This is an optimization exercise on Yosys and OpenROAD, whose aim is small area, a short achievable clock period and few clock cycles per item, not a production implementation.
In this exercise RTL edits were held to simulation tests only and were not proved equivalent to the original.
No activity file was given, so power comes from the tool's default toggle rates.

Design polygon_convexity_check, start of the top module:
module polygon_convexity_check #(
  parameter int COORD_WIDTH = 16
) (
  input  logic                          clk,
  input  logic                          rst,
  input  logic                          vertex_valid,
  output logic                          vertex_ready,
  input  logic signed [COORD_WIDTH-1:0] vertex_x,
  input  logic signed [COORD_WIDTH-1:0] vertex_y,
  input  logic                          last_vertex,
  output logic                          result_valid,
  input  logic                          result_ready,
  output logic                          is_convex,
  output logic                          too_few
);
  localparam int DW     = COORD_WIDTH + 1;
  localparam int QDEPTH = 4;
  logic [COORD_WIDTH-1:0] prev_x, prev_y;      
  logic [COORD_WIDTH-1:0] first_x, first_y;    
  logic [DW-1:0]          e0_x, e0_y;          
  logic [1:0]             seen;                
  logic                   close1, close2;      
  logic                   few1, few2;          
  logic [53:0]   a_enc;         
  logic [53:0]   a_enc_next;
  logic [DW-1:0] a_src_x, a_src_y;
  logic [DW-1:0] b_x, b_y;
  logic          xv, xfirst, xend, xfew;
  logic          yv, yfirst, yend, yfew;
  logic          zv, zfirst, zend, zfew, zpos;
  logic          pos;
  logic          seen_pos, seen_neg;
  logic [QDEPTH-1:0] qv, qc, qf;
  logic [2:0] outstanding;
  logic              ready_q;
  logic          fire, pop, load, push, push_c, push_f;
  logic [DW-1:0] sub_x, sub_y, e_x, e_y;
  assign vertex_ready = ready_q;
  assign fire         = vertex_valid && ready_q && !rst;
  assign pop          = qv[0] && result_ready;
  assign sub_x = close1 ? {first_x[COORD_WIDTH-1], first_x} : {vertex_x[COORD_WIDTH-1], vertex_x};
  assign sub_y = close1 ? {first_y[COORD_WIDTH-1], first_y} : {vertex_y[COORD_WIDTH-1], vertex_y};
  assign e_x   = {prev_x[COORD_WIDTH-1], prev_x} - sub_x;
  assign e_y   = {prev_y[COORD_WIDTH-1], prev_y} - sub_y;
  assign a_src_x = (fire && seen == 2'd2) ? e0_x : b_x;
  assign a_src_y = (fire && seen == 2'd2) ? e0_y : b_y;
  pcc_booth_enc u_enc (
    .x   (a_src_x),
    .y   (a_src_y),
    .enc (a_enc_next)
  );
  assign load = (fire && seen[1]) || close1 || close2;
  always_ff @(posedge clk) begin
    if (rst) begin
      seen   <= 2'd0;
      close1 <= 1'b0;
      close2 <= 1'b0;
      few1   <= 1'b0;
      few2   <= 1'b0;
    end else begin
  ...
Settings: LEC_CHECK=0, ABC_AREA=1, CAP_MARGIN=20, CORE_MARGIN=2, CORE_UTILIZATION=40, PLACE_DENSITY=0.6, SETUP_SLACK_MARGIN=4.0, SLEW_MARGIN=20; clock period 7.5 ns.
run.sh (not shown) runs the stock make flow with config.mk's settings and CLKGATE_MAP_FILE= SYNTH_SCRIPT=/design/flow/synth_recipe.tcl, a recipe that flattens the netlist after the stock synthesis.
The first run went through all stages and came out clean.
Testbench counts at the start, summed over its fixed seeds: cycles 59,325, items 59,266.
Then changed:
Settings changed: CORE_UTILIZATION 40 to 55, PLACE_DENSITY 0.6 to 0.72, SETUP_SLACK_MARGIN 4.0 to 4.2.
Via count increases by 3.5%.
Non-clock buffer count is higher by 38.
Total power goes up by 2.4%.
Sequential power stays flat.
First-iteration DRC count increases by 21%.
Critical path depth increases by 2.
Worst setup slack is better by 51 ps.
Design area is higher by 0.89%.

========
Another version of the RTL of polygon_convexity_check (not shown whole).
Size: roughly 2500 cells after synthesis, about 390 flip-flops, about 0.026 mm² of cells after synthesis.
export LEC_CHECK = 0
export ABC_AREA = 1
export CAP_MARGIN = 20
export CORE_MARGIN = 2
export CORE_UTILIZATION = 40
export CTS_CLUSTER_DIAMETER = 80
export CTS_CLUSTER_SIZE = 30
export PLACE_DENSITY = 0.6
export SETUP_SLACK_MARGIN = 4.6
export SLEW_MARGIN = 20
create_clock -name core_clock -period 7.5 [get_ports {clk}]
standard.sh (not shown) runs the stock make flow with config.mk's settings and CLKGATE_MAP_FILE= SYNTH_SCRIPT=/design/flow/synth_recipe.tcl, a recipe that flattens the netlist after the stock synthesis.
==> flow/flow/run.sh <==
#!/bin/bash
# Layout flow: the standard flow (standard.sh) unchanged except for one step in
# synthesis. Before Yosys's fine-grained synthesis runs ABC, the adder trees of the RTL
# (plain XOR / majority gates) are mapped to full- and half-adder cells, so ABC cannot
# restructure them first; extracting them afterwards leaves inverters between the adder
# cells. Everything else, including the registers, is the standard synthesis.
set -euo pipefail
HERE=$(pwd)
FL=$HERE/flow

# synthesis script: ORFS's synth.tcl with the early adder extraction inserted
python3 - "$FLOW_HOME/scripts/synth.tcl" "$HERE/synth_fa.tcl" <<'PYEOF'
import sys
src = open(sys.argv[1]).read()
anchor = """if {
  [env_var_exists_and_non_empty SYNTH_WRAPPED_OPERATORS] ||
  [env_var_exists_and_non_empty SWAP_ARITH_OPERATORS]
} {
  source $::env(SCRIPTS_DIR)/synth_wrap_operators.tcl
} else {"""
early = """# early full-adder extraction (this flow's only change to synthesis)
opt -fast -full
memory_map
opt -full
techmap -map +/techmap.v -map $::env(FLOW_HOME)/platforms/common/lcu_kogge_stone.v
opt -fast
extract_fa {*}[dont_use_extract_fa_args]
techmap -map $::env(ADDER_MAP_FILE)
opt -fast

"""
assert src.count(anchor) == 1, "synth.tcl anchor not found"
open(sys.argv[2], "w").write(src.replace(anchor, early + anchor))
PYEOF
# The standard flow's synthesis wrapper, sourcing the script above instead of synth.tcl
sed "s|\$::env(SCRIPTS_DIR)/synth.tcl|$HERE/synth_fa.tcl|" synth_recipe.tcl > synth_recipe_fa.tcl
grep -q "synth_fa.tcl" synth_recipe_fa.tcl
# standard.sh with that synthesis wrapper, for the synth target only
sed "s|SYNTH_SCRIPT=[^ ]*|SYNTH_SCRIPT=$HERE/synth_recipe_fa.tcl|" standard.sh > standard_fa.sh
grep -q "synth_recipe_fa.tcl" standard_fa.sh

bash standard_fa.sh synth > synth.log 2>&1
bash standard.sh finish > finish.log 2>&1
Testbench counts at the start, summed over its fixed seeds: cycles 59,325, items 59,266.
Then changed:
- CTS_CLUSTER_DIAMETER: 80 -> 70
- CTS_CLUSTER_SIZE: 30 -> 26
- SETUP_SLACK_MARGIN: 4.6 -> 4.2
=>
- The changed run finished clean
- total power stays flat
- count of clock-buffer cells in the layout came out higher by 4
- design area came out lower by 6.8%
- synthesized area is unchanged
- sequential power hardly moves
- final cell count came out lower by 3.8%
Then changed:
- CORE_UTILIZATION: 40 -> 55
- CTS_CLUSTER_DIAMETER: 70 -> 80
- CTS_CLUSTER_SIZE: 26 -> 30
- PLACE_DENSITY: 0.6 -> 0.7
- SETUP_SLACK_MARGIN: 4.2 -> 4.6
After rerunning: The new run produced a clean layout; routed wire length goes up by 6.4%; design area goes up by about 8%; clock power hardly moves; count of clock-buffer cells in the layout goes down by 3.
Then changed:
==> flow/run.sh (new file) <==
#!/bin/bash
# synth_recipe.tcl (not shown) runs the flow's synth.tcl, then flattens the netlist and writes it again
# the make line also repeats each setting of config.mk as NAME=value (left out here)
make -C /OpenROAD-flow-scripts/flow DESIGN_CONFIG=/design/flow/config.mk WORK_HOME=/design/flow/orfs CLKGATE_MAP_FILE= SYNTH_SCRIPT=/design/flow/synth_recipe.tcl finish
- CORE_UTILIZATION: 55 -> 40
- PLACE_DENSITY: 0.7 -> 0.6
- SETUP_SLACK_MARGIN: 4.6 -> 4.4
removed: flow/flow/run.sh
removed: flow/standard.sh
Result:
- The changed run finished with timing, DRC and antenna clean
- wire length rose slightly
- combinational power came out lower by well over a third
- clock skew came out lower by 0.0091 ns
- fmax goes down by a few percent
- final cell count rises by roughly a tenth
- die area rises by well over a third
- count of clock-buffer cells in the layout is unchanged
- total power goes down by a quarter to a third
- sequential share of layout area increases by 0.71 points
- global-route usage is lower by 7.5 points
- via count drops slightly
Then changed:
==> flow/flow/run.sh (new file) <==
#!/bin/bash
# Layout flow: the standard flow (standard.sh) unchanged except for one step in
# synthesis. Before Yosys's fine-grained synthesis runs ABC, the adder trees of the RTL
# (plain XOR / majority gates) are mapped to full- and half-adder cells, so ABC cannot
# restructure them first; extracting them afterwards leaves inverters between the adder
# cells. Everything else, including the registers, is the standard synthesis.
set -euo pipefail
HERE=$(pwd)
FL=$HERE/flow

# synthesis script: ORFS's synth.tcl with the early adder extraction inserted
python3 - "$FLOW_HOME/scripts/synth.tcl" "$HERE/synth_fa.tcl" <<'PYEOF'
import sys
src = open(sys.argv[1]).read()
anchor = """if {
  [env_var_exists_and_non_empty SYNTH_WRAPPED_OPERATORS] ||
  [env_var_exists_and_non_empty SWAP_ARITH_OPERATORS]
} {
  source $::env(SCRIPTS_DIR)/synth_wrap_operators.tcl
} else {"""
early = """# early full-adder extraction (this flow's only change to synthesis)
opt -fast -full
memory_map
opt -full
techmap -map +/techmap.v -map $::env(FLOW_HOME)/platforms/common/lcu_kogge_stone.v
opt -fast
extract_fa {*}[dont_use_extract_fa_args]
techmap -map $::env(ADDER_MAP_FILE)
opt -fast

"""
assert src.count(anchor) == 1, "synth.tcl anchor not found"
open(sys.argv[2], "w").write(src.replace(anchor, early + anchor))
PYEOF
# The standard flow's synthesis wrapper, sourcing the script above instead of synth.tcl
sed "s|\$::env(SCRIPTS_DIR)/synth.tcl|$HERE/synth_fa.tcl|" synth_recipe.tcl > synth_recipe_fa.tcl
grep -q "synth_fa.tcl" synth_recipe_fa.tcl
# standard.sh with that synthesis wrapper, for the synth target only
sed "s|SYNTH_SCRIPT=[^ ]*|SYNTH_SCRIPT=$HERE/synth_recipe_fa.tcl|" standard.sh > standard_fa.sh
grep -q "synth_recipe_fa.tcl" standard_fa.sh

bash standard_fa.sh synth > synth.log 2>&1
bash standard.sh finish > finish.log 2>&1
==> flow/standard.sh (new file) <==
#!/bin/bash
# synth_recipe.tcl (not shown) runs the flow's synth.tcl, then flattens the netlist and writes it again
# the make line also repeats each setting of config.mk as NAME=value (left out here)
make -C /OpenROAD-flow-scripts/flow DESIGN_CONFIG=/design/flow/config.mk WORK_HOME=/design/flow/orfs CLKGATE_MAP_FILE= SYNTH_SCRIPT=/design/flow/synth_recipe.tcl "${@:-finish}"
- SETUP_SLACK_MARGIN: 4.4 -> 4.8
removed: flow/run.sh
What happened: Global-route usage went up by 2.4 points. Clock-buffer cell count stays the same. Setup slack improves by 0.21 ns. Die area goes down by about 3.2%. Clock power is higher by about 10%.

## static timing again, ports no longer ideal
In the flow no input, the clock included, has a driving cell. The finished layouts below were timed again as built, in two steps. Step 1, drivers: a clkbuf_16 drives clk and a buf_2 each remaining input, both assumed. Step 2 times the ports against the registers' clock, not the clock port: input delays grow and output delays shrink by t, the midpoint of the rising clock arrivals with the driver on. Slacks: no drivers / after step 1 / after step 2; pairs: no drivers / after step 1.
run | t, ns | slack for setup (ns) | clock arrival spread, ns | worst slew at a driven data input, ns | pins driven straight from the clock port
the first run of note 1 | 0.647 | 3.995 / 3.995 / 3.546 | 0.025 / 0.025 | 0.05 | 1
the second run of note 1 | 0.638 | 4.046 / 4.046 / 3.742 | 0.028 / 0.028 | 0.04 | 1
the first run of note 2 | 0.633 | 4.548 / 4.548 / 4.072 | 0.041 / 0.041 | 0.05 | 1
the second run of note 2 | 0.655 | 4.215 / 4.215 / 3.730 | 0.045 / 0.045 | 0.04 | 1
the third run of note 2 | 0.654 | 4.514 / 4.514 / 4.015 | 0.035 / 0.034 | 0.04 | 1
the fourth run of note 2 | 0.661 | 4.402 / 4.402 / 3.878 | 0.028 / 0.027 | 0.04 | 1
the fifth run of note 2 | 0.676 | 4.608 / 4.608 / 4.148 | 0.024 / 0.024 | 0.06 | 1
After both steps setup and hold are still met in every run listed. For the fourth run of note 2, which loses most, drivers alone change the setup slack by 0.000 ns; drivers and shift together by -0.524 ns.
